This is an optimization exercise on Yosys and OpenROAD, whose aim is small area, not a production implementation. In this exercise RTL edits were held to simulation tests only and were not proved equivalent to the original. No activity file was given, so power comes from the tool's default toggle rates.

`flow/flow/run.sh`:
```
#!/bin/bash
set -euo pipefail
export CTS_ARGS="-sink_clustering_enable -repair_clock_nets -dont_use_dummy_load -buf_list sky130_fd_sc_hd__clkbuf_4 -root_buf sky130_fd_sc_hd__clkbuf_16 -sink_clustering_size 11 -sink_clustering_max_diameter 40"
export BUFFER_PORTS_ARGS="-buffer_cell sky130_fd_sc_hd__buf_1"
bash standard.sh finish > standard.log 2>&1
```
`flow/standard.sh`:
```
#!/bin/bash
# synth_recipe.tcl (not shown) runs the flow's synth.tcl, then flattens the netlist and writes it again
# the make line also repeats each setting of config.mk as NAME=value (left out here)
make -C /OpenROAD-flow-scripts/flow DESIGN_CONFIG=/design/flow/config.mk WORK_HOME=/design/flow/orfs CLKGATE_MAP_FILE= SYNTH_SCRIPT=/design/flow/synth_recipe.tcl "${@:-finish}"
```
`flow/config.mk`:
```
export PLATFORM = sky130hd
export DESIGN_NAME = apb_mem_slave
export DESIGN_NICKNAME = apb_mem_slave
export VERILOG_FILES = /design/flow/design.v
export SDC_FILE = /design/flow/constraint.sdc
export NUM_CORES = 4
export LEC_CHECK = 0
export CAP_MARGIN = 10
export CORE_MARGIN = 2
export CORE_UTILIZATION = 55
export GPL_TIMING_DRIVEN = 1
export SLEW_MARGIN = 10
export SYNTH_HIERARCHICAL = 1
export SYNTH_MINIMUM_KEEP_SIZE = 0
```
`flow/constraint.sdc`:
```
create_clock -name core_clock -period 5.0 [get_ports {pclk}]
set_input_delay 1.0000 -clock core_clock [delete_from_list [all_inputs] [get_ports {pclk}]]
set_output_delay 1.0000 -clock core_clock [all_outputs]
set_load 0.01 [all_outputs]
```
`flow/design.v`:
```
module apb_mem_slave #(
  parameter int ADDR_WIDTH  = 8,
  parameter int DATA_WIDTH  = 32,
  parameter int STRB_WIDTH  = DATA_WIDTH / 8,
  parameter int MEM_DEPTH   = 64,
  parameter int WAIT_STATES = 2
) (
  input  logic                  pclk,
  input  logic                  preset,
  input  logic [ADDR_WIDTH-1:0] paddr,
  input  logic                  psel,
  input  logic                  penable,
  input  logic                  pwrite,
  input  logic [DATA_WIDTH-1:0] pwdata,
  input  logic [STRB_WIDTH-1:0] pstrb,
  output logic [DATA_WIDTH-1:0] prdata,
  output logic                  pready,
  output logic                  pslverr
);
  localparam int NRING = MEM_DEPTH / 4;
  logic       acc1, acc2;           
  logic [1:0] rot;                  
  logic [1:0] clr_cnt;              
  logic       clearing;
  logic       in_rng;
  logic       wr_commit;
  logic       pend;                 
  logic       wr_act;
  logic       whit;
  logic [3:0] wi;                   
  logic [1:0] wlo;                  
  logic [DATA_WIDTH-1:0] wd;        
  logic [STRB_WIDTH-1:0] ws;        
  assign in_rng    = (paddr[7:6] == 2'b00);
  assign wr_commit = pready && psel && pwrite && in_rng;
  assign wr_act    = wr_commit || pend;
  assign clearing  = preset || (clr_cnt != 2'd0);
  assign whit      = wr_act && (wlo + rot + 2'd1 == 2'd0);
  logic [ADDR_WIDTH-1:0] ra, ta;
  logic                  in_acc, ta_rng;
  always_ff @(posedge pclk) ra <= paddr;
  assign in_acc  = acc1 || acc2 || pready;
  assign ta      = in_acc ? ra : paddr;
  assign ta_rng  = (ta[7:6] == 2'b00);
  assign pslverr = (ra[7:6] != 2'b00);
  always_ff @(posedge pclk) begin
    if (preset) begin
      acc1    <= 1'b0;
      acc2    <= 1'b0;
      pready  <= 1'b0;
      rot     <= '0;
      clr_cnt <= 2'd3;
      pend    <= 1'b0;
    end else begin
      acc1    <= psel && !penable;
      acc2    <= acc1 && psel;
      pready  <= acc2 && psel;
      rot     <= rot + 2'd1;
      if (clr_cnt != 2'd0) clr_cnt <= clr_cnt - 2'd1;
      pend    <= wr_act && !whit;
    end
  end
  localparam int WREG = 6 + DATA_WIDTH + STRB_WIDTH;
  logic [WREG-1:0] wreg, wreg_in, wreg_d;
  logic            acc2_n;
  assign acc2_n  = !acc2;
  assign wreg_in = {paddr[5:0], pwdata, pstrb};
  for (genvar k = 0; k < WREG; k++) begin : g_wreg
    apb_mem_slave_ao22 u_ld (
      .a1(wreg[k]), .a2(acc2_n), .b1(wreg_in[k]), .b2(acc2), .y(wreg_d[k])
    );
  end
  always_ff @(posedge pclk) wreg <= wreg_d;
  assign {wi, wlo, wd, ws} = wreg;
  logic [DATA_WIDTH-1:0] tapq [NRING];    
  for (genvar g = 0; g < NRING; g++) begin : g_ring
    logic [DATA_WIDTH-1:0] q0, q1, q2, q3;
    logic hit;
    assign hit = whit && (wi == 4'(g));
    for (genvar b = 0; b < STRB_WIDTH; b++) begin : g_byte
      logic [7:0] d;
      logic       wen, shf;
      assign wen = !clearing && hit && ws[b];
      assign shf = !clearing && !(hit && ws[b]);
      for (genvar k = 0; k < 8; k++) begin : g_bit
        apb_mem_slave_ao22 u_sel (
          .a1(q3[8*b + k]), .a2(shf), .b1(wd[8*b + k]), .b2(wen), .y(d[k])
        );
      end
      always_ff @(posedge pclk) q0[8*b +: 8] <= d;
    end
    always_ff @(posedge pclk) begin
      q1 <= q0;
      q2 <= q1;
      q3 <= q2;
    end
    assign tapq[g] = q0;
  end
  logic             at_tap;
  logic [NRING-1:0] rsel_n;
  logic             any_n, keep;
  logic [DATA_WIDTH-1:0] capn, cap_d;
  assign at_tap = ta_rng && (ta[1:0] + rot == 2'd0);
  always_comb begin
    for (int i = 0; i < NRING; i++) begin
      rsel_n[i] = !(at_tap && (ta[5:2] == 4'(i)));
    end
  end
  assign any_n = !at_tap;
  assign keep  = psel && !pready;
  for (genvar k = 0; k < DATA_WIDTH; k++) begin : g_rd
    logic [7:0] t;
    logic [3:0] u;
    logic       v;
    for (genvar j = 0; j < 8; j++) begin : g_pair
      apb_mem_slave_oai22 u_pair (
        .a1(tapq[2*j][k]), .a2(rsel_n[2*j]), .b1(tapq[2*j + 1][k]), .b2(rsel_n[2*j + 1]),
        .y(t[j])
      );
    end
    for (genvar j = 0; j < 4; j++) begin : g_nor
      apb_mem_slave_nor2 u_nor (.a(t[2*j]), .b(t[2*j + 1]), .y(u[j]));
    end
    apb_mem_slave_nand4 u_or (.a(u), .y(v));
    apb_mem_slave_o21ai u_out (.a1(v), .a2(any_n), .b1(capn[k]), .y(prdata[k]));
    apb_mem_slave_nand2 u_cap (.a(prdata[k]), .b(keep), .y(cap_d[k]));
  end
  always_ff @(posedge pclk) capn <= cap_d;
endmodule
module apb_mem_slave_ao22 (
  input  logic a1,
  input  logic a2,
  input  logic b1,
  input  logic b2,
  output logic y
);
  assign y = (a1 & a2) | (b1 & b2);
endmodule
module apb_mem_slave_oai22 (
  input  logic a1,
  input  logic a2,
  input  logic b1,
  input  logic b2,
  output logic y
);
  assign y = !((a1 | a2) & (b1 | b2));
endmodule
module apb_mem_slave_nor2 (
  input  logic a,
  input  logic b,
  output logic y
);
  assign y = !(a | b);
endmodule
module apb_mem_slave_nand4 (
  input  logic [3:0] a,
  output logic       y
);
  assign y = !(&a);
endmodule
module apb_mem_slave_o21ai (
  input  logic a1,
  input  logic a2,
  input  logic b1,
  output logic y
);
  assign y = !((a1 | a2) & b1);
endmodule
module apb_mem_slave_nand2 (
  input  logic a,
  input  logic b,
  output logic y
);
  assign y = !(a & b);
endmodule
```
==> impl_metrics.xml, run 1 <==
<?xml version="1.0" encoding="UTF-8"?>
<metrics>
  <group name="global_routing">
    <metric name="use_met3" unit="%">5.07</metric>
    <metric name="globalRouteTotalUtil" unit="%">26.4</metric>
    <metric name="grt_pass1_wl" unit="µm">190000</metric>
    <metric name="groute.layer.met2.usage" unit="%">39.1</metric>
    <metric name="global_route.peak_usage_layer" unit="">met2</metric>
    <metric name="gr-total-overflow" unit="">0</metric>
    <metric name="grt.met1_usage" unit="%">38.6</metric>
    <metric name="grt_pass1_vias" unit="">29535</metric>
    <metric name="grt_antenna_before_repair" unit="">2</metric>
    <metric name="grt_max_degree" unit="">65</metric>
  </group>
  <group name="flow_run">
    <metric name="max_cap_viol_count" unit="">0</metric>
  </group>
  <group name="route">
    <metric name="wire_per_inst" unit="µm">25.6</metric>
    <metric name="drt-pass1-iter-count" unit="">5</metric>
    <metric name="ant_nets" unit="">0</metric>
    <metric name="route.detailed.vias_per_inst" unit="">5.66</metric>
    <metric name="num_vias" unit="">28914</metric>
    <metric name="drt-initial-drc-count" unit="">2428</metric>
    <metric name="wirelength" unit="µm">131000</metric>
    <metric name="post-route-drc-count" unit="">0</metric>
  </group>
  <group name="yosys">
    <metric name="ys_ff_latch" unit="">2138</metric>
    <metric name="synthDistinctLibCells" unit="">34</metric>
    <metric name="synth.area.mux_share" unit="%">0.0193</metric>
    <metric name="synthFlopType" unit="">dfxtp_1</metric>
    <metric name="synthesis.yosys.warnings" unit="">9</metric>
    <metric name="synthArstFlopShare" unit="%">0</metric>
    <metric name="synth.yosys.seq_area_share" unit="%">82.7</metric>
    <metric name="synthAdderAreaFrac" unit="%">0.0483</metric>
    <metric name="synth-compound-area-share" unit="%">13.6</metric>
    <metric name="synth-edff-count" unit="">0</metric>
    <metric name="syn-mean-instance-area" unit="µm²">14.9</metric>
    <metric name="synthCells" unit="">3464</metric>
    <metric name="syn-cell-area" unit="mm²">0.0518</metric>
    <metric name="synth_fp_nets" unit="">3515</metric>
    <metric name="synth_top_family_by_area" unit="">compound AO/OA/AOI/OAI gates</metric>
    <metric name="synth_xor_area_share" unit="%">0.155</metric>
    <metric name="synth-simple-area-share" unit="%">3.27</metric>
  </group>
  <group name="final_layout">
    <metric name="finish.net_count" unit="">3902</metric>
    <metric name="layout.cells.most_common" unit="">dfxtp_1</metric>
    <metric name="final_cell_mix" unit="">dfxtp_1, a22o_1, o22ai_1</metric>
    <metric name="filler_cell_count" unit="">7369</metric>
    <metric name="final_core_util" unit="%">60.7</metric>
    <metric name="layout-drive-gt1-share" unit="%">10.8</metric>
    <metric name="syn_to_final_growth" unit="%">9.43</metric>
  </group>
  <group name="power">
    <metric name="p_sw_share" unit="%">23.1</metric>
    <metric name="post-layout-total-power" unit="mW">25.2</metric>
    <metric name="switchingPower" unit="mW">5.82</metric>
    <metric name="power_frac_seq" unit="%">70.1</metric>
    <metric name="clock_power_share" unit="%">27.5</metric>
    <metric name="power_per_cell_area" unit="mW/mm²">444</metric>
    <metric name="share_comb_of_total_power" unit="%">2.4</metric>
    <metric name="p_int" unit="mW">19.4</metric>
    <metric name="static-leakage-power" unit="nW">22.5</metric>
    <metric name="maximum_vdd_ir_drop" unit="mV">0.272</metric>
  </group>
  <group name="placed_design">
    <metric name="hpwl" unit="µm">80000</metric>
    <metric name="gpl.final_weighted_congestion" unit="">0.842</metric>
    <metric name="placement.io_buffers" unit="">82</metric>
  </group>
  <group name="timing">
    <metric name="finalSetupTns" unit="ns">0</metric>
    <metric name="worst_clock_skew" unit="ns">0.132</metric>
    <metric name="setup-violations-final" unit="">0</metric>
    <metric name="finalCritPeriodShare" unit="%">97.2</metric>
    <metric name="grt_setup_unrepaired" unit="">true</metric>
    <metric name="drv_slew" unit="">0</metric>
    <metric name="hold_viol_final" unit="">0</metric>
    <metric name="min_period" unit="ns">4.86</metric>
    <metric name="slew_at_the_pin_closest_to_its_max_slew_limit" unit="ns">1.24</metric>
    <metric name="max_slew_margin" unit="%">17.4</metric>
    <metric name="fmax" unit="MHz">206</metric>
  </group>
  <group name="setup_path">
    <metric name="critPathMaxFanout" unit="">8</metric>
    <metric name="path_delay_family" unit="">simple AND/OR/NAND/NOR gates</metric>
    <metric name="worstPathCellList" unit="">or3_4 -&gt; nand2_1 -&gt; nand2_1 -&gt; ha_1 -&gt; xnor3_1 -&gt; nand2_2 -&gt; o31ai_4 -&gt; nand2_4 -&gt; clkbuf_16 -&gt; o22ai_2 -&gt; nor2_2 -&gt; nand4_1 -&gt; o21ai_1 -&gt; buf_1</metric>
    <metric name="critical-path-slowest-cell" unit="">o31ai_4</metric>
    <metric name="worst-endpoint-arrival" unit="ns">3.86</metric>
    <metric name="critPathCaptureType" unit="">primary output</metric>
    <metric name="timing.critical_path.buf_inv" unit="">2</metric>
    <metric name="path_common_cell" unit="">nand2_1</metric>
    <metric name="start_kind" unit="">flip-flop</metric>
    <metric name="worst_path_largest_cell_delay" unit="ns">0.43</metric>
    <metric name="critPathKind" unit="">reg -&gt; out</metric>
    <metric name="critical_path_required" unit="ns">4.00</metric>
  </group>
  <group name="die">
    <metric name="io-pin-count" unit="">83</metric>
    <metric name="overall_die_area" unit="mm²">0.0966</metric>
    <metric name="initial_core_util" unit="%">55.5</metric>
    <metric name="die_span_in_x" unit="µm">311</metric>
    <metric name="die_h" unit="µm">311</metric>
    <metric name="core" unit="mm²">0.0933</metric>
    <metric name="floorplan.rows" unit="">112</metric>
  </group>
  <group name="clock_tree">
    <metric name="cts_tree" unit="">built</metric>
    <metric name="clk_slew_on_worst_s_h_paths" unit="ns">0.11</metric>
    <metric name="master_cell_of_the_clock_root_buffer" unit="">clkbuf_16</metric>
    <metric name="clock_tree.buffer_depth" unit="">3</metric>
    <metric name="numClockSinks" unit="">2138</metric>
    <metric name="clk-insertion-delay-late" unit="ns">0.83</metric>
    <metric name="cts_max_level" unit="">4</metric>
    <metric name="clock_buffers_created_by_tritoncts" unit="">221</metric>
    <metric name="cts_hold_repair.buffers" unit="">0</metric>
  </group>
  <group name="worst_hold_path">
    <metric name="min-delay-path-class" unit="">reg -&gt; reg</metric>
  </group>
  <group name="run_status">
    <metric name="run_status" unit="">finished clean</metric>
  </group>
</metrics>
## area by class of cell
cell class | instances | area, µm² | share of cell area [%]
diodes | 9 | 22.5 | 0.0398
multi-input cells | 1290 | 9150 | 16.1
well taps | 1254 | 1570 | 2.77
flip-flops and latches | 2138 | 42800 | 75.6
repair buffers | 195 | 1420 | 2.50
clock buffers | 221 | 1680 | 2.96
inverters | 5 | 18.8 | 0.0331
## sequential cells by signal (all words and copies together), names as in the netlist
signal and count:
pready 1, g_ring.q0 512, ra 8, wreg 42
pend 1, acc2 1, acc1 1, g_ring.q1 512
capn 32, clr_cnt 2, g_ring.q2 512, rot 2
g_ring.q3 512
## through the flow
step | hold WS (ns) | cells | setup WS [ns] | cell area, µm²
2_1_floorplan | 0.310 | 3464 | 0.722 | 51800
3_3_place_gp | 0.310 | 4878 | 0.515 | 54600
3_5_place_dp | 0.312 | 4878 | 0.502 | 54600
4_1_cts | 0.229 | 5099 | -0.0189 | 56400
5_1_grt | 0.247 | 5109 | -0.0482 | 56700
6_report | 0.241 | 5112 | 0.139 | 56700
## repair_timing
| action | CTS | global route |
|---|---|---|
| resized for setup | 29 | 46 |
| cloned | 0 | 3 |
| buffers inserted | 0 | 1 |
| endpoints found under the setup margin | 32 | 32 |
| pin swaps | 4 | 5 |
## logic make-up (layout without fill, tap and decap cells)
logic type / after synthesis / in the layout
adder cells (fa/ha/maj): 2 / 2
multiplexers: 1 / 1
other: 0 / 9
buffers and inverters: 36 / 421
flip-flops: 2138 / 2138
AND/OR/NAND/NOR: 364 / 364
XOR/XNOR: 6 / 6
AO/OA/AOI/OAI: 917 / 917
## metal layers
layer	up-vias	part of all wire, %
met1	14421	47
met3	238	6.6
met2	991	44
met5	-	0
li1	13264	-
met4	0	3.0
## synthesized netlist by cell type (8+ instances only)
| cell type | n | area share [%] |
|---|---|---|
| nand3_1 | 15 | 0.14 |
| nor3_1 | 76 | 0.73 |
| nand2_1 | 61 | 0.44 |
| o21ai_1 | 32 | 0.31 |
| nand2b_1 | 9 | 0.11 |
| nor2b_1 | 10 | 0.12 |
| a21oi_1 | 67 | 0.65 |
| a22o_1 | 554 | 9.4 |
| or3_1 | 8 | 0.097 |
| nand4_1 | 35 | 0.42 |
| buf_2 | 13 | 0.13 |
| nor2_1 | 134 | 0.97 |
| clkbuf_1 | 18 | 0.13 |
| dfxtp_1 | 2138 | 83 |
| o22ai_1 | 258 | 3.1 |
## final timing paths
path,to,cells after the start,slack (ns),from
worst max register to register,g_ring[6].q0[13],5,1.68,rot[0]
worst max-delay path,prdata[12],14,0.14,pready
worst min register to register,g_ring[0].q2[19],0,0.24,g_ring[0].q1[19]
worst min-delay path,g_ring[0].q2[19],0,0.24,g_ring[0].q1[19]
## Yosys stat by module (local to each module, per instance), a selection
module | flip-flops and latches | times used | cells
apb_mem_slave | 2138 | 1 | 2430
apb_mem_slave_ao22 | 0 | 554 | 1
apb_mem_slave_nand4 | 0 | 32 | 1
apb_mem_slave_oai22 | 0 | 256 | 1
apb_mem_slave_o21ai | 0 | 32 | 1
apb_mem_slave_nor2 | 0 | 128 | 1
## power groups by stage
stage | sequential (mW) | combinational, mW | clock [mW]
6_report | 17.6 | 0.606 | 6.93
5_1_grt | 17.7 | 0.637 | 7.78
4_1_cts | 17.6 | 0.588 | 7.10
3_5_place_dp | 18.0 | 0.581 | 0
3_3_place_gp | 18.0 | 0.566 | 0
2_1_floorplan | 17.7 | 0.331 | 0
==> run 2: changes to the inputs <==
==> flow/flow/run.sh (replaced) <==
#!/bin/bash
set -euo pipefail
export CTS_ARGS="-sink_clustering_enable -repair_clock_nets -dont_use_dummy_load -buf_list sky130_fd_sc_hd__clkbuf_4 -root_buf sky130_fd_sc_hd__clkbuf_16 -sink_clustering_size 10 -sink_clustering_max_diameter 35"
export BUFFER_PORTS_ARGS="-buffer_cell sky130_fd_sc_hd__buf_1"
bash standard.sh finish > standard.log 2>&1
==> run 2 against run 1 <==
Compared with the run above: cell area is 2.1% higher; fmax about the same; utilization grew 1.3 points; non-clock buffer count is 9 higher; wire length up 1.4%; synthesized area stayed put; still clean; worst setup slack got worse by 0.0011 ns; critical endpoint is now prdata[31]; global-route usage up 0.23 points; sequential cell count is the same; final cell count rose by 1.3%.
==> impl_metrics.xml, run 2 <==
<?xml version="1.0" encoding="UTF-8"?>
<metrics>
  <group name="route">
    <metric name="drt-pass1-iter-count" unit="">5</metric>
    <metric name="wire_per_inst" unit="µm">25.6</metric>
    <metric name="drt-initial-drc-count" unit="">2365</metric>
    <metric name="route.detailed.vias_per_inst" unit="">5.67</metric>
    <metric name="post-route-drc-count" unit="">0</metric>
    <metric name="wirelength" unit="µm">132000</metric>
    <metric name="num_vias" unit="">29352</metric>
    <metric name="ant_nets" unit="">0</metric>
  </group>
  <group name="yosys">
    <metric name="synth.yosys.seq_area_share" unit="%">82.7</metric>
    <metric name="syn-cell-area" unit="mm²">0.0518</metric>
    <metric name="yosysTopAreaCell" unit="">dfxtp_1</metric>
    <metric name="synthCells" unit="">3464</metric>
    <metric name="yosys_top_cell_area_share" unit="%">82.7</metric>
    <metric name="synth_fp_nets" unit="">3515</metric>
    <metric name="synthArstFlopShare" unit="%">0</metric>
    <metric name="synth.cells.most_frequent" unit="">dfxtp_1, a22o_1, o22ai_1, nor2_1, nor3_1</metric>
    <metric name="synthDistinctLibCells" unit="">34</metric>
    <metric name="syn-mean-instance-area" unit="µm²">14.9</metric>
    <metric name="synth-edff-count" unit="">0</metric>
    <metric name="synth_top_cells_by_area" unit="">dfxtp_1, a22o_1, o22ai_1, nor2_1, nor3_1</metric>
    <metric name="synthesis.yosys.warnings" unit="">9</metric>
    <metric name="yosysMostFrequentCell" unit="">dfxtp_1</metric>
    <metric name="synthFlopType" unit="">dfxtp_1</metric>
    <metric name="ys_ff_latch" unit="">2138</metric>
  </group>
  <group name="global_routing">
    <metric name="gr-total-overflow" unit="">0</metric>
    <metric name="grt_max_degree" unit="">65</metric>
    <metric name="groute.layer.met2.usage" unit="%">38.7</metric>
    <metric name="grt_antenna_before_repair" unit="">2</metric>
    <metric name="use_met3" unit="%">5.54</metric>
    <metric name="grt_pass1_wl" unit="µm">192000</metric>
    <metric name="globalRouteTotalUtil" unit="%">26.6</metric>
    <metric name="grt.met1_usage" unit="%">38.6</metric>
    <metric name="global_route.peak_usage_layer" unit="">met2</metric>
    <metric name="grt_pass1_vias" unit="">30039</metric>
  </group>
  <group name="power">
    <metric name="static-leakage-power" unit="nW">23.1</metric>
    <metric name="power_per_cell_area" unit="mW/mm²">464</metric>
    <metric name="maximum_vdd_ir_drop" unit="mV">0.275</metric>
    <metric name="post-layout-total-power" unit="mW">26.9</metric>
  </group>
  <group name="final_layout">
    <metric name="final_cell_mix" unit="">dfxtp_1, a22o_1, o22ai_1</metric>
    <metric name="finish.net_count" unit="">3969</metric>
    <metric name="filler_cell_count" unit="">7262</metric>
    <metric name="layout.cells.most_common" unit="">dfxtp_1</metric>
    <metric name="layout-drive-gt1-share" unit="%">13.0</metric>
    <metric name="syn_to_final_growth" unit="%">11.7</metric>
  </group>
  <group name="timing">
    <metric name="min_period" unit="ns">4.86</metric>
    <metric name="hold_viol_final" unit="">0</metric>
    <metric name="hold-worst-slack" unit="ns">0.272</metric>
    <metric name="max_slew_margin" unit="%">16.1</metric>
    <metric name="drv_slew" unit="">0</metric>
    <metric name="finalSetupTns" unit="ns">0</metric>
    <metric name="grt_setup_unrepaired" unit="">false</metric>
    <metric name="fmax" unit="MHz">206</metric>
    <metric name="setup-violations-final" unit="">0</metric>
    <metric name="worst_clock_skew" unit="ns">0.0771</metric>
    <metric name="finalCritPeriodShare" unit="%">97.2</metric>
    <metric name="slew_at_the_pin_closest_to_its_max_slew_limit" unit="ns">1.25</metric>
    <metric name="postLayoutSetupSlackWorst" unit="ns">0.138</metric>
  </group>
  <group name="flow_run">
    <metric name="max_cap_viol_count" unit="">0</metric>
  </group>
  <group name="clock_tree">
    <metric name="numClockSinks" unit="">2138</metric>
    <metric name="clock_buffers_created_by_tritoncts" unit="">279</metric>
    <metric name="cts_hold_repair.buffers" unit="">0</metric>
    <metric name="clock_tree.buffer_depth" unit="">4</metric>
    <metric name="master_cell_of_the_clock_root_buffer" unit="">clkbuf_16</metric>
    <metric name="cts_max_level" unit="">5</metric>
    <metric name="cts_tree" unit="">built</metric>
    <metric name="clk_slew_on_worst_s_h_paths" unit="ns">0.10</metric>
    <metric name="clk-insertion-delay-late" unit="ns">0.80</metric>
  </group>
  <group name="setup_path">
    <metric name="critical-path-slowest-cell" unit="">or3_4</metric>
    <metric name="ff2ff_setup_slack" unit="ns">1.60</metric>
    <metric name="start_kind" unit="">flip-flop</metric>
    <metric name="worst-endpoint-arrival" unit="ns">3.86</metric>
    <metric name="critPathMaxFanout" unit="">8</metric>
    <metric name="critPathKind" unit="">reg -&gt; out</metric>
    <metric name="critical_path_required" unit="ns">4.00</metric>
    <metric name="cp.depth" unit="">15</metric>
    <metric name="critPathCaptureType" unit="">primary output</metric>
    <metric name="worst_path_largest_cell_delay" unit="ns">0.39</metric>
    <metric name="timing.critical_path.buf_inv" unit="">3</metric>
    <metric name="r2r.worst_path.cells" unit="">5</metric>
    <metric name="worstPathCellList" unit="">or3_4 -&gt; nand2_1 -&gt; nand2_1 -&gt; ha_1 -&gt; xnor3_2 -&gt; nand4_1 -&gt; o31ai_4 -&gt; buf_4 -&gt; nand2_8 -&gt; buf_12 -&gt; o22ai_1 -&gt; nor2_1 -&gt; nand4_1 -&gt; o21ai_2 -&gt; buf_1</metric>
    <metric name="path_delay_family" unit="">simple AND/OR/NAND/NOR gates</metric>
  </group>
  <group name="placed_design">
    <metric name="gpl.final_weighted_congestion" unit="">0.842</metric>
    <metric name="placement.io_buffers" unit="">82</metric>
    <metric name="post_placement_worst_setup_slack" unit="ns">0.502</metric>
    <metric name="hpwl" unit="µm">80000</metric>
  </group>
  <group name="worst_hold_path">
    <metric name="worstHoldPathCells" unit="">0</metric>
    <metric name="min-delay-path-class" unit="">reg -&gt; reg</metric>
  </group>
  <group name="die">
    <metric name="io-pin-count" unit="">83</metric>
    <metric name="floorplan.rows" unit="">112</metric>
    <metric name="initial_core_util" unit="%">55.5</metric>
    <metric name="die_h" unit="µm">311</metric>
    <metric name="overall_die_area" unit="mm²">0.0966</metric>
    <metric name="die_span_in_x" unit="µm">311</metric>
    <metric name="core" unit="mm²">0.0933</metric>
  </group>
  <group name="run_status">
    <metric name="run_status" unit="">finished clean</metric>
  </group>
</metrics>
run 2: cell count changes in the layout (fill, tap and decap cells not counted), moves of 10 or more:
| cell | delta |
|---|---|
| clkbuf_4 | +26 |
| nor2_2 | +16 |
| nor2_1 | -16 |
| o21ai_2 | +10 |
| o21ai_1 | -10 |
| clkbuf_16 | +35 |
run 2: path summary, 6_finish.rpt:
path / end / start
worst max-delay path: prdata[31] / acc1
worst min-delay path: g_ring[13].q3[29] / g_ring[13].q2[29]
worst max register to register: g_ring[6].q0[8] / rot[0]
worst min register to register: g_ring[13].q3[29] / g_ring[13].q2[29]
run 2: cell type report:
cell class / count / area, µm² / share of cell area (%)
Inverter: 5 / 18.8 / 0.0324
Sequential cell: 2138 / 42800 / 74.0
Multi-Input combinational cell: 1290 / 9230 / 16.0
Clock buffer: 279 / 2670 / 4.62
Antenna cell: 7 / 17.5 / 0.0303
Tap cell: 1254 / 1570 / 2.71
Timing Repair Buffer: 204 / 1540 / 2.66
run 2: logic make-up (layout without fill, tap and decap cells):
logic type               after synthesis  in the layout  synth area share (%)
AO/OA/AOI/OAI                        917            917                  13.6
XOR/XNOR                               6              6                 0.155
flip-flops                          2138           2138                  82.7
buffers and inverters                 36            488                 0.292
multiplexers                           1              1                0.0193
AND/OR/NAND/NOR                      364            364                  3.27
other                                  0              7                     0
adder cells (fa/ha/maj)                2              2                0.0483
run 2: per-layer routing:
| layer | share of wire, % | wire [µm] |
|---|---|---|
| met1 | 46 | 61400 |
| met4 | 3.8 | 5080 |
| met2 | 43 | 56700 |
| met5 | 0 | 0 |
| met3 | 7.0 | 9290 |
run 2: what timing repair did:
action | CTS | global route
pin swaps | 4 | 26
resized for setup | 36 | 70
setup buffers | 0 | 6
gates cloned | 0 | 7
endpoints found under the setup margin | 32 | 32
run 2: metrics by stage:
step / utilization [%] / instances / cell area (µm²)
finish: 62.0 / 5177 / 57900
global route: 62.0 / 5173 / 57800
CTS: 61.5 / 5157 / 57400
detailed placement: 58.5 / 4878 / 54600
global placement: 58.5 / 4878 / 54600
floorplan: - / 3464 / 51800
run 2: power breakdown:
group | switching, mW | internal [mW]
registers | 0.524 | 17.1
clock network | 5.14 | 3.47
logic | 0.427 | 0.191
run 2: Yosys stat by module, one instance, submodules excluded, excerpt:
module / area, µm² / cells / flip-flops and latches / times used
apb_mem_slave: 44400 / 2430 / 2138 / 1
apb_mem_slave_ao22: 8.76 / 1 / 0 / 554
apb_mem_slave_nand2: 3.75 / 1 / 0 / 32
apb_mem_slave_nand4: 6.26 / 1 / 0 / 32
apb_mem_slave_nor2: 3.75 / 1 / 0 / 128
apb_mem_slave_o21ai: 5.00 / 1 / 0 / 32
==> run 3: changes to the inputs <==
==> flow/flow/run.sh (replaced) <==
#!/bin/bash
set -euo pipefail
export CTS_ARGS="-sink_clustering_enable -repair_clock_nets -dont_use_dummy_load -buf_list sky130_fd_sc_hd__clkbuf_8 -root_buf sky130_fd_sc_hd__clkbuf_16 -sink_clustering_size 20 -sink_clustering_max_diameter 50"
export BUFFER_PORTS_ARGS="-buffer_cell sky130_fd_sc_hd__buf_1"
bash standard.sh finish > standard.log 2>&1
==> run 3 against run 2 <==
Compared with the run above: register-to-register slack improved by 0.09 ns; critical endpoint is now prdata[12]; largest cell class unchanged; still clean; first-iteration DRC count fell by 0.47%; highest routed layer unchanged; worst setup slack got worse by 0.050 ns.
==> impl_metrics.xml, run 3 <==
<?xml version="1.0" encoding="UTF-8"?>
<metrics>
  <group name="power">
    <metric name="post-layout-total-power" unit="mW">25.6</metric>
    <metric name="maximum_vdd_ir_drop" unit="mV">0.284</metric>
    <metric name="power_per_cell_area" unit="mW/mm²">451</metric>
    <metric name="static-leakage-power" unit="nW">22.4</metric>
  </group>
  <group name="worst_hold_path">
    <metric name="hold-path-endpoint" unit="">g_ring[9].q3[10]</metric>
    <metric name="timing.hold.worst.start" unit="">g_ring[9].q2[10]</metric>
    <metric name="worstHoldPathCells" unit="">0</metric>
    <metric name="min-delay-path-class" unit="">reg -&gt; reg</metric>
  </group>
  <group name="route">
    <metric name="wire_per_inst" unit="µm">25.7</metric>
    <metric name="ant_nets" unit="">0</metric>
    <metric name="post-route-drc-count" unit="">0</metric>
    <metric name="wirelength" unit="µm">129000</metric>
    <metric name="num_vias" unit="">28522</metric>
    <metric name="drt-pass1-iter-count" unit="">5</metric>
    <metric name="drt-initial-drc-count" unit="">2354</metric>
    <metric name="route.detailed.vias_per_inst" unit="">5.68</metric>
  </group>
  <group name="setup_path">
    <metric name="worstReg2RegEnd" unit="">g_ring[7].q0[27]</metric>
    <metric name="path_delay_family" unit="">simple AND/OR/NAND/NOR gates</metric>
    <metric name="reg2reg_from" unit="">rot[0]</metric>
    <metric name="critical_path_required" unit="ns">4.00</metric>
    <metric name="timing.critical_path.buf_inv" unit="">3</metric>
    <metric name="cp.depth" unit="">15</metric>
    <metric name="critPathCaptureType" unit="">primary output</metric>
    <metric name="critPathKind" unit="">reg -&gt; out</metric>
    <metric name="worstPathCellList" unit="">or3_4 -&gt; nand2_1 -&gt; nand2_1 -&gt; ha_1 -&gt; xnor3_1 -&gt; nand4_1 -&gt; o31ai_4 -&gt; buf_4 -&gt; nand2_4 -&gt; buf_12 -&gt; o22ai_1 -&gt; nor2_2 -&gt; nand4_1 -&gt; o21ai_1 -&gt; buf_1</metric>
    <metric name="r2r.worst_path.cells" unit="">5</metric>
    <metric name="critPathMaxFanout" unit="">16</metric>
    <metric name="worst-endpoint-arrival" unit="ns">3.91</metric>
    <metric name="start_kind" unit="">flip-flop</metric>
    <metric name="ff2ff_setup_slack" unit="ns">1.69</metric>
    <metric name="critical-path-slowest-cell" unit="">or3_4</metric>
    <metric name="worst_path_largest_cell_delay" unit="ns">0.45</metric>
  </group>
  <group name="timing">
    <metric name="drv_slew" unit="">0</metric>
    <metric name="hold-worst-slack" unit="ns">0.287</metric>
    <metric name="slew_at_the_pin_closest_to_its_max_slew_limit" unit="ns">1.24</metric>
    <metric name="hold_viol_final" unit="">0</metric>
    <metric name="finalCritPeriodShare" unit="%">98.2</metric>
    <metric name="worst_clock_skew" unit="ns">0.0724</metric>
    <metric name="fmax" unit="MHz">204</metric>
    <metric name="min_period" unit="ns">4.91</metric>
    <metric name="grt_setup_unrepaired" unit="">true</metric>
    <metric name="setup-violations-final" unit="">0</metric>
    <metric name="max_slew_margin" unit="%">17.3</metric>
  </group>
  <group name="die">
    <metric name="initial_core_util" unit="%">55.5</metric>
    <metric name="die_span_in_x" unit="µm">311</metric>
    <metric name="core" unit="mm²">0.0933</metric>
    <metric name="io-pin-count" unit="">83</metric>
    <metric name="overall_die_area" unit="mm²">0.0966</metric>
    <metric name="die_h" unit="µm">311</metric>
    <metric name="floorplan.rows" unit="">112</metric>
  </group>
  <group name="clock_tree">
    <metric name="clock_buffers_created_by_tritoncts" unit="">140</metric>
    <metric name="numClockSinks" unit="">2138</metric>
    <metric name="master_cell_of_the_clock_root_buffer" unit="">clkbuf_16</metric>
    <metric name="clock_tree.buffer_depth" unit="">3</metric>
    <metric name="cts_max_level" unit="">4</metric>
    <metric name="cts_tree" unit="">built</metric>
    <metric name="clk_slew_on_worst_s_h_paths" unit="ns">0.11</metric>
    <metric name="clk-insertion-delay-late" unit="ns">0.72</metric>
  </group>
  <group name="yosys">
    <metric name="synthesis.yosys.warnings" unit="">9</metric>
    <metric name="synthDistinctLibCells" unit="">34</metric>
    <metric name="synth_fp_nets" unit="">3515</metric>
    <metric name="synth.cells.most_frequent" unit="">dfxtp_1, a22o_1, o22ai_1, nor2_1, nor3_1</metric>
    <metric name="synthCells" unit="">3464</metric>
    <metric name="synthFlopType" unit="">dfxtp_1</metric>
    <metric name="yosysTopAreaCell" unit="">dfxtp_1</metric>
    <metric name="syn-mean-instance-area" unit="µm²">14.9</metric>
    <metric name="yosysMostFrequentCell" unit="">dfxtp_1</metric>
    <metric name="synth-edff-count" unit="">0</metric>
    <metric name="syn-cell-area" unit="mm²">0.0518</metric>
    <metric name="synthArstFlopShare" unit="%">0</metric>
    <metric name="yosys_top_cell_area_share" unit="%">82.7</metric>
    <metric name="synth.yosys.seq_area_share" unit="%">82.7</metric>
    <metric name="ys_ff_latch" unit="">2138</metric>
    <metric name="synth_top_cells_by_area" unit="">dfxtp_1, a22o_1, o22ai_1, nor2_1, nor3_1</metric>
  </group>
  <group name="final_layout">
    <metric name="layout.cells.most_common" unit="">dfxtp_1</metric>
    <metric name="finish.net_count" unit="">3820</metric>
    <metric name="layout-drive-gt1-share" unit="%">8.47</metric>
    <metric name="postLayoutCellArea" unit="mm²">0.0568</metric>
    <metric name="syn_to_final_growth" unit="%">9.71</metric>
    <metric name="final_cell_mix" unit="">dfxtp_1, a22o_1, o22ai_1</metric>
    <metric name="final_core_util" unit="%">60.9</metric>
    <metric name="filler_cell_count" unit="">7299</metric>
    <metric name="fin_cells" unit="">5022</metric>
  </group>
  <group name="global_routing">
    <metric name="globalRouteTotalUtil" unit="%">26.1</metric>
    <metric name="grt_max_degree" unit="">65</metric>
    <metric name="grt_antenna_before_repair" unit="">2</metric>
    <metric name="grt_pass1_vias" unit="">28786</metric>
    <metric name="gr-total-overflow" unit="">0</metric>
    <metric name="grt_pass1_wl" unit="µm">188000</metric>
  </group>
  <group name="placed_design">
    <metric name="hpwl" unit="µm">80000</metric>
    <metric name="placement.io_buffers" unit="">82</metric>
    <metric name="placed_cell_area" unit="mm²">0.0546</metric>
    <metric name="gpl.final_weighted_congestion" unit="">0.842</metric>
    <metric name="place_inst" unit="">4878</metric>
  </group>
  <group name="flow_run">
    <metric name="max_cap_viol_count" unit="">0</metric>
  </group>
  <group name="run_status">
    <metric name="run_status" unit="">finished clean</metric>
  </group>
</metrics>
==> run 3: power breakdown <==
part,switching [mW],internal (mW)
logic,0.419,0.183
registers,0.522,17.1
clock network,4.82,2.55
==> run 3: per-layer routing <==
| layer | GRT usage, % | part of all wire, % | vias to the layer above |
|---|---|---|---|
| met4 | 9.41 | 3.1 | 0 |
| met5 | 0 | 0 | - |
| met1 | 38.7 | 47 | 14302 |
| met3 | 4.61 | 6.4 | 234 |
| li1 | - | - | 12991 |
| met2 | 38.4 | 43 | 995 |
==> run 3: timing repair <==
action,4_1_cts,5_1_grt
pin swaps,0,14
buffers inserted,0,1
hold buffers,0,0
endpoints found under the setup margin,28,31
gates resized for setup,9,47
cloned,0,2
==> run 3: worst max-delay path by stage <==
stage	from	to	slack, ns
after floorplan	acc2	prdata[0]	0.72
after global placement	paddr[0]	prdata[31]	0.52
after detailed placement	paddr[0]	prdata[28]	0.50
after CTS	pready	prdata[12]	0.002
after global routing	pready	prdata[23]	-0.02
final	pready	prdata[12]	0.09
==> run 3: logic make-up after synthesis <==
| kind of cell | count (synthesis) | share of synthesized area [%] |
|---|---|---|
| buf+inv | 36 | 0.292 |
| fa+ha+maj | 2 | 0.0483 |
| compound gates | 917 | 13.6 |
| xor+xnor | 6 | 0.155 |
| mux | 1 | 0.0193 |
| simple gates | 364 | 3.27 |
| flops | 2138 | 82.7 |
==> run 3: cell type report <==
type | count | area [µm²] | area share (%)
tap | 1254 | 1570 | 2.76
multi-input combinational | 1290 | 9080 | 16.0
inverter | 5 | 18.8 | 0.0330
clock buffer | 140 | 1940 | 3.41
timing repair buffer | 194 | 1390 | 2.45
sequential | 2138 | 42800 | 75.4
antenna | 1 | 2.50 | 0.00441
==> run 3: per-stage QoR <==
stage / setup TNS [ns] / setup WS [ns]
after detailed placement: 0 / 0.502
after floorplan: 0 / 0.722
after global placement: 0 / 0.515
final: 0 / 0.0883
after global routing: -0.162 / -0.0226
after CTS: 0 / 0.00157
==> run 3: Yosys stat by module, one instance, submodules excluded <==
module	times used	flops+latches
apb_mem_slave	1	2138
apb_mem_slave_ao22	554	0
apb_mem_slave_nand4	32	0
apb_mem_slave_oai22	256	0
apb_mem_slave_o21ai	32	0
apb_mem_slave_nand2	32	0
apb_mem_slave_nor2	128	0

what the ideal ports hide:
No port has a modelled driver above. Below, the same layouts with a new extraction and two added sets of constraints.
Step 1, drivers: a clkbuf_16 drives pclk and a buf_2 each remaining input, both assumed.
Step 2 also shifts input and output timing later by t, the mid clock arrival at the registers, as if the neighbouring blocks saw the same clock.
Slacks: ideal ports / drivers / drivers and shift; pairs: ideal ports / drivers.
| run | shift t [ns] | slack for setup (ns) | worst setup path at the end | worst slew at a driven data input, ns |
|---|---|---|---|---|
| run 1 | 0.834 | 0.139 / 0.074 / 0.504 | input to output | 0.13 |
| run 2 | 0.830 | 0.138 / 0.071 / 0.485 | input to output | 0.12 |
| run 3 | 0.758 | 0.088 / 0.016 / 0.443 | input to output | 0.12 |
After both steps setup and hold are still met in every run listed.
